Source: an optimization exercise on an open RTL-to-GDS flow (aim: small area, a short achievable clock period and few clock cycles). Production flows keep margins and buffers that such runs may drop. Only simulation tests tie the RTL to the original design; equivalence was not proved. Power figures rest on the tool's default switching activity, not on a simulated workload.

==> module circular_list_engine, before the edit <==
module circular_list_engine #(
  parameter int CAPACITY = 32
) (
  input  logic                clk,
  input  logic                rst_n,
  input  logic                in_tvalid,
  output logic                in_tready,
  input  logic [31:0]         in_tdata,    
  input  logic [1:0]          in_tuser,    
  output logic                out_tvalid,
  input  logic                out_tready,
  output logic [31:0]         out_tdata,   
  output logic [1:0]          out_tuser,   
  output logic                out_tlast
);
  localparam int N     = 32;
  localparam int CNT_W = 6;
  localparam logic [1:0] CMD_INSERT  = 2'd0;
  localparam logic [1:0] CMD_DELETE  = 2'd1;
  localparam logic [1:0] CMD_DISPLAY = 2'd2;
  localparam logic [1:0] CMD_NONE    = 2'd3;
  localparam logic [1:0] ST_OK       = 2'd0;
  localparam logic [1:0] ST_FULL     = 2'd1;
  localparam logic [1:0] ST_EMPTY    = 2'd2;
  localparam logic [1:0] ST_NOTFOUND = 2'd3;
  function automatic logic [N-1:0] lowest(input logic [N-1:0] x);
    logic [7:0] gany;
    logic [7:0] gsel;
    for (int g = 0; g < 8; g++) gany[g] = |x[4*g +: 4];
    for (int g = 0; g < 8; g++) gsel[g] = gany[g] & ~|(gany & ((8'(1) << g) - 8'(1)));
    for (int i = 0; i < N; i++)
      lowest[i] = x[i] & gsel[i/4] & ~|(x[(i/4)*4 +: 4] & ((4'(1) << (i%4)) - 4'(1)));
  endfunction
  logic [31:0]      mem [N];
  logic [N-1:0]     live;
  logic [N-1:0]     pclr;       
  logic [N-1:0]     head;       
  logic [N:0]       alloc;      
  logic [CNT_W-1:0] cnt;        
  logic             rv;
  logic [1:0]       rcmd;
  logic             rfull;
  logic [N-1:0]     rhits;      
  logic [N-1:0]     rsel;       
  logic [CNT_W-1:0] rleft;      
  logic             rlast;      
  logic             rdy;        
  logic             ov, sv;
  logic [31:0]      od, sd;
  logic [1:0]       os, ss;
  logic             ol, sl;
  logic         full, is_del, is_dsp;
  logic [N-1:0] tlive, hits, rest, del_pick, dsp_pick;
  logic         found;
  logic [31:0]  rd;
  logic         s2_fire;
  logic [31:0]  nd;
  logic [1:0]   ns;
  logic         nl;
  assign full   = alloc[N];
  assign is_del = (rcmd == CMD_DELETE);
  assign is_dsp = (rcmd == CMD_DISPLAY);
  assign tlive    = live & ~pclr;
  assign hits     = rhits & ~pclr;
  assign del_pick = lowest(hits);
  assign rest     = hits & ~rsel;
  assign dsp_pick = lowest(rest);
  assign found    = |hits;
  always_comb begin
    rd = '0;
    for (int i = 0; i < N; i++) rd = rd | ({32{rsel[i]}} & mem[i]);
  end
  assign s2_fire = rv && !sv;
  always_comb begin
    nd = '0;
    nl = 1'b1;
    unique case (rcmd)
      CMD_INSERT: ns = rfull ? ST_FULL : ST_OK;
      CMD_DELETE: ns = found ? ST_OK : ((cnt == '0) ? ST_EMPTY : ST_NOTFOUND);
      default: begin
        nd = rd;
        if (rleft == '0) begin
          ns = ST_EMPTY;
        end else begin
          ns = ST_OK;
          nl = rlast;
        end
      end
    endcase
  end
  logic             acc, ins_ok, dec;
  logic [N-1:0]     cmp;
  logic [N-1:0]     live_set, live_nxt;
  logic [N-1:0]     second, head_nxt;
  logic [CNT_W-1:0] cnt_up, cnt_dn, cnt_nxt, cnt_dsp;
  logic             dsp_le1;
  logic             rv_nxt, sv_nxt, rlast_nxt;
  assign in_tready = rdy;
  assign acc       = in_tvalid && rdy;
  assign ins_ok    = acc && (in_tuser == CMD_INSERT) && !full;
  assign dec       = s2_fire && is_del && found;
  always_comb begin
    for (int i = 0; i < N; i++) cmp[i] = (mem[i] == in_tdata);
  end
  assign live_set  = ins_ok ? alloc[N-1:0] : '0;
  assign live_nxt  = tlive | live_set;
  assign second   = lowest(tlive & ~head);
  assign head_nxt = (s2_fire && is_del && |(hits & head)) ? ((|second) ? second : live_set)
                                         : ((|head) ? head : live_set);
  assign cnt_up  = cnt + CNT_W'(1);
  assign cnt_dn  = cnt - CNT_W'(1);
  assign cnt_nxt = (ins_ok == dec) ? cnt : (ins_ok ? cnt_up : cnt_dn);
  assign cnt_dsp = dec ? cnt_dn : cnt;
  assign dsp_le1 = dec ? (cnt <= CNT_W'(2)) : (cnt <= CNT_W'(1));
  always_comb begin
    rlast_nxt = rlast;
    if (rdy) rlast_nxt = (in_tuser != CMD_DISPLAY) || dsp_le1;
    else if (s2_fire && is_dsp) rlast_nxt = (rleft == CNT_W'(2));
  end
  assign rv_nxt = rdy ? (in_tvalid && (in_tuser != CMD_NONE)) : rv;
  assign sv_nxt = (!ov || out_tready) ? 1'b0 : (sv || s2_fire);
  always_ff @(posedge clk) begin
    for (int i = 0; i < N; i++)
      if (alloc[i]) mem[i] <= in_tdata;
  end
  always_ff @(posedge clk) begin
    if (!rst_n) begin
      live  <= '0;
      pclr  <= '0;
      head  <= '0;
      alloc <= (N+1)'(1);
      cnt   <= '0;
      rv    <= 1'b0;
      rdy   <= 1'b1;
      ov    <= 1'b0;
      sv    <= 1'b0;
    end else begin
      live <= live_nxt;
      if (s2_fire && is_del) pclr <= del_pick;
      head <= head_nxt;
      if (ins_ok) alloc <= alloc << 1;
      cnt  <= cnt_nxt;
      rv   <= rv_nxt;
      rdy  <= !rv_nxt || (!sv_nxt && rlast_nxt);
      if (!ov || out_tready) ov <= sv || s2_fire;
      sv   <= sv_nxt;
    end
  end
  always_ff @(posedge clk) begin
    rlast <= rlast_nxt;
    if (rdy) begin
      rcmd  <= in_tuser;
      rfull <= full;
      rhits <= tlive & ((in_tuser == CMD_DISPLAY) ? '1 : cmp);
      rsel  <= (in_tuser == CMD_DISPLAY) ? head_nxt : '0;
      rleft <= cnt_dsp;
    end else if (s2_fire && is_dsp) begin
      rhits <= rest;
      rsel  <= dsp_pick;
      rleft <= rleft - CNT_W'(1);
    end
    if (!ov || out_tready) begin
      if (sv) begin
        od <= sd;
        os <= ss;
        ol <= sl;
      end else if (s2_fire) begin
        od <= nd;
        os <= ns;
        ol <= nl;
      end
    end else if (s2_fire) begin
      sd <= nd;
      ss <= ns;
      sl <= nl;
    end
  end
  assign out_tvalid = ov;
  assign out_tdata  = od;
  assign out_tuser  = os;
  assign out_tlast  = ol;
endmodule
clock: 5.0 ns
lec_check: 0
cap_margin: 20
core_margin: 2
core_utilization: 50
setup_slack_margin: 2.6
slew_margin: 20
run.sh (not shown) runs the stock make flow with config.mk's settings and CLKGATE_MAP_FILE= SYNTH_SCRIPT=/design/flow/synth_recipe.tcl, a recipe that flattens the netlist after the stock synthesis.
Testbench counts at the start, summed over its fixed seeds: cycles 17,775.
Then changed:
--- a/flow/design.v
+++ b/flow/design.v
@@ -41,22 +41,25 @@
   logic [1:0]       rcmd;
   logic             rfull;
   logic [N-1:0]     rhits;      
   logic [N-1:0]     rsel;       
   logic [CNT_W-1:0] rleft;      
   logic             rlast;      
+  logic             pf;         
+  logic [31:0]      pd;         
+  logic             trk;        
   logic             rdy;        
   logic             ov, sv;
   logic [31:0]      od, sd;
   logic [1:0]       os, ss;
   logic             ol, sl;
   logic         full, is_del, is_dsp;
   logic [N-1:0] tlive, hits, rest, del_pick, dsp_pick;
   logic         found;
   logic [31:0]  rd;
-  logic         s2_fire;
+  logic         s2_fire, step, fill;
   logic [31:0]  nd;
   logic [1:0]   ns;
   logic         nl;
   assign full   = alloc[N];
   assign is_del = (rcmd == CMD_DELETE);
   assign is_dsp = (rcmd == CMD_DISPLAY);
@@ -67,21 +70,23 @@
   assign dsp_pick = lowest(rest);
   assign found    = |hits;
   always_comb begin
     rd = '0;
     for (int i = 0; i < N; i++) rd = rd | ({32{rsel[i]}} & mem[i]);
   end
-  assign s2_fire = rv && !sv;
+  assign step    = rv && !sv;
+  assign fill    = is_dsp && !pf && (rleft != '0);
+  assign s2_fire = step && !fill;
   always_comb begin
     nd = '0;
     nl = 1'b1;
     unique case (rcmd)
       CMD_INSERT: ns = rfull ? ST_FULL : ST_OK;
       CMD_DELETE: ns = found ? ST_OK : ((cnt == '0) ? ST_EMPTY : ST_NOTFOUND);
       default: begin
-        nd = rd;
+        nd = (pf && rleft != '0) ? pd : '0;
         if (rleft == '0) begin
           ns = ST_EMPTY;
         end else begin
           ns = ST_OK;
           nl = rlast;
         end
@@ -90,13 +95,12 @@
   end
   logic             acc, ins_ok, dec;
   logic [N-1:0]     cmp;
   logic [N-1:0]     live_set, live_nxt;
   logic [N-1:0]     second, head_nxt;
   logic [CNT_W-1:0] cnt_up, cnt_dn, cnt_nxt, cnt_dsp;
-  logic             dsp_le1;
   logic             rv_nxt, sv_nxt, rlast_nxt;
   assign in_tready = rdy;
   assign acc       = in_tvalid && rdy;
   assign ins_ok    = acc && (in_tuser == CMD_INSERT) && !full;
   assign dec       = s2_fire && is_del && found;
   always_comb begin
@@ -108,17 +112,27 @@
   assign head_nxt = (s2_fire && is_del && |(hits & head)) ? ((|second) ? second : live_set)
                                          : ((|head) ? head : live_set);
   assign cnt_up  = cnt + CNT_W'(1);
   assign cnt_dn  = cnt - CNT_W'(1);
   assign cnt_nxt = (ins_ok == dec) ? cnt : (ins_ok ? cnt_up : cnt_dn);
   assign cnt_dsp = dec ? cnt_dn : cnt;
-  assign dsp_le1 = dec ? (cnt <= CNT_W'(2)) : (cnt <= CNT_W'(1));
   always_comb begin
     rlast_nxt = rlast;
-    if (rdy) rlast_nxt = (in_tuser != CMD_DISPLAY) || dsp_le1;
+    if (rdy) rlast_nxt = (in_tuser != CMD_DISPLAY) || (cnt_dsp == '0) || (nofill && cnt_dsp == CNT_W'(1));
+    else if (step && fill) rlast_nxt = (rleft == CNT_W'(1));
     else if (s2_fire && is_dsp) rlast_nxt = (rleft == CNT_W'(2));
+  end
+  logic         dsp_acc, nofill, walk;
+  logic [N-1:0] rsel_nxt;
+  assign dsp_acc = rdy && (in_tuser == CMD_DISPLAY);
+  assign nofill  = trk && !(s2_fire && is_del);
+  assign walk    = rv && is_dsp && !rdy;
+  always_comb begin
+    if (dsp_acc) rsel_nxt = nofill ? second : head_nxt;
+    else if (walk) rsel_nxt = step ? dsp_pick : rsel;
+    else rsel_nxt = head_nxt;
   end
   assign rv_nxt = rdy ? (in_tvalid && (in_tuser != CMD_NONE)) : rv;
   assign sv_nxt = (!ov || out_tready) ? 1'b0 : (sv || s2_fire);
   always_ff @(posedge clk) begin
     for (int i = 0; i < N; i++)
       if (alloc[i]) mem[i] <= in_tdata;
@@ -128,40 +142,45 @@
       live  <= '0;
       pclr  <= '0;
       head  <= '0;
       alloc <= (N+1)'(1);
       cnt   <= '0;
       rv    <= 1'b0;
+      pf    <= 1'b0;
+      trk   <= 1'b0;
       rdy   <= 1'b1;
       ov    <= 1'b0;
       sv    <= 1'b0;
     end else begin
       live <= live_nxt;
       if (s2_fire && is_del) pclr <= del_pick;
       head <= head_nxt;
       if (ins_ok) alloc <= alloc << 1;
       cnt  <= cnt_nxt;
       rv   <= rv_nxt;
+      if (rdy) pf <= dsp_acc && nofill && (cnt_dsp != '0);
+      else if (step && fill) pf <= 1'b1;
+      trk  <= !(dsp_acc && nofill) && !walk;
       rdy  <= !rv_nxt || (!sv_nxt && rlast_nxt);
       if (!ov || out_tready) ov <= sv || s2_fire;
       sv   <= sv_nxt;
     end
   end
   always_ff @(posedge clk) begin
     rlast <= rlast_nxt;
     if (rdy) begin
       rcmd  <= in_tuser;
       rfull <= full;
-      rhits <= tlive & ((in_tuser == CMD_DISPLAY) ? '1 : cmp);
-      rsel  <= (in_tuser == CMD_DISPLAY) ? head_nxt : '0;
+      rhits <= tlive & ((in_tuser != CMD_DISPLAY) ? cmp : (nofill ? ~head : '1));
       rleft <= cnt_dsp;
-    end else if (s2_fire && is_dsp) begin
+    end else if (step && is_dsp) begin
       rhits <= rest;
-      rsel  <= dsp_pick;
-      rleft <= rleft - CNT_W'(1);
+      if (!fill) rleft <= rleft - CNT_W'(1);
     end
+    rsel <= rsel_nxt;
+    if (!(rv && is_dsp && !step)) pd <= rd;
     if (!ov || out_tready) begin
       if (sv) begin
         od <= sd;
         os <= ss;
         ol <= sl;
       end else if (s2_fire) begin
After rerunning: Sequential share of layout area came out higher by 0.96 points. Cell area increases by 0.71%. Total power went up by 4.0%. First-iteration DRC count shrinks by 7.4%. Routed wire length falls by 2.9%. Clock-buffer cell count came out lower by 2. Global-route usage is lower by 3.1 points. Worst setup slack improved by 0.42 ns. Combinational power is higher by 11%. Worst hold slack gets better by 0.050 ns. Via count went down by 0.98%.
Testbench counts after the change, summed over its fixed seeds: cycles 18,324.

## static timing again, ports no longer ideal
In the flow no input, the clock included, has a driving cell. The finished layouts below were timed again as built, in two steps. Step 1 assumes that a clkbuf_16 drives the clock port and a buf_2 every other input. Step 2, shift: input delay + t, output delay - t, t = (earliest + latest rising clock arrival at the registers) / 2. This alone moves slack from input paths to output paths. Three values: no drivers, after step 1, after step 2; two values: the first two.
run	t, ns	setup slack, ns	clock arrival spread, ns
the first run	0.907	1.660 / 1.660 / 1.309	0.038 / 0.038
the second run	0.881	2.080 / 2.080 / 1.469	0.033 / 0.033
After both steps setup and hold are still met in every run listed. The setup slack of the second run, which loses most, moves by 0.000 ns with the drivers and by -0.611 ns with both steps.
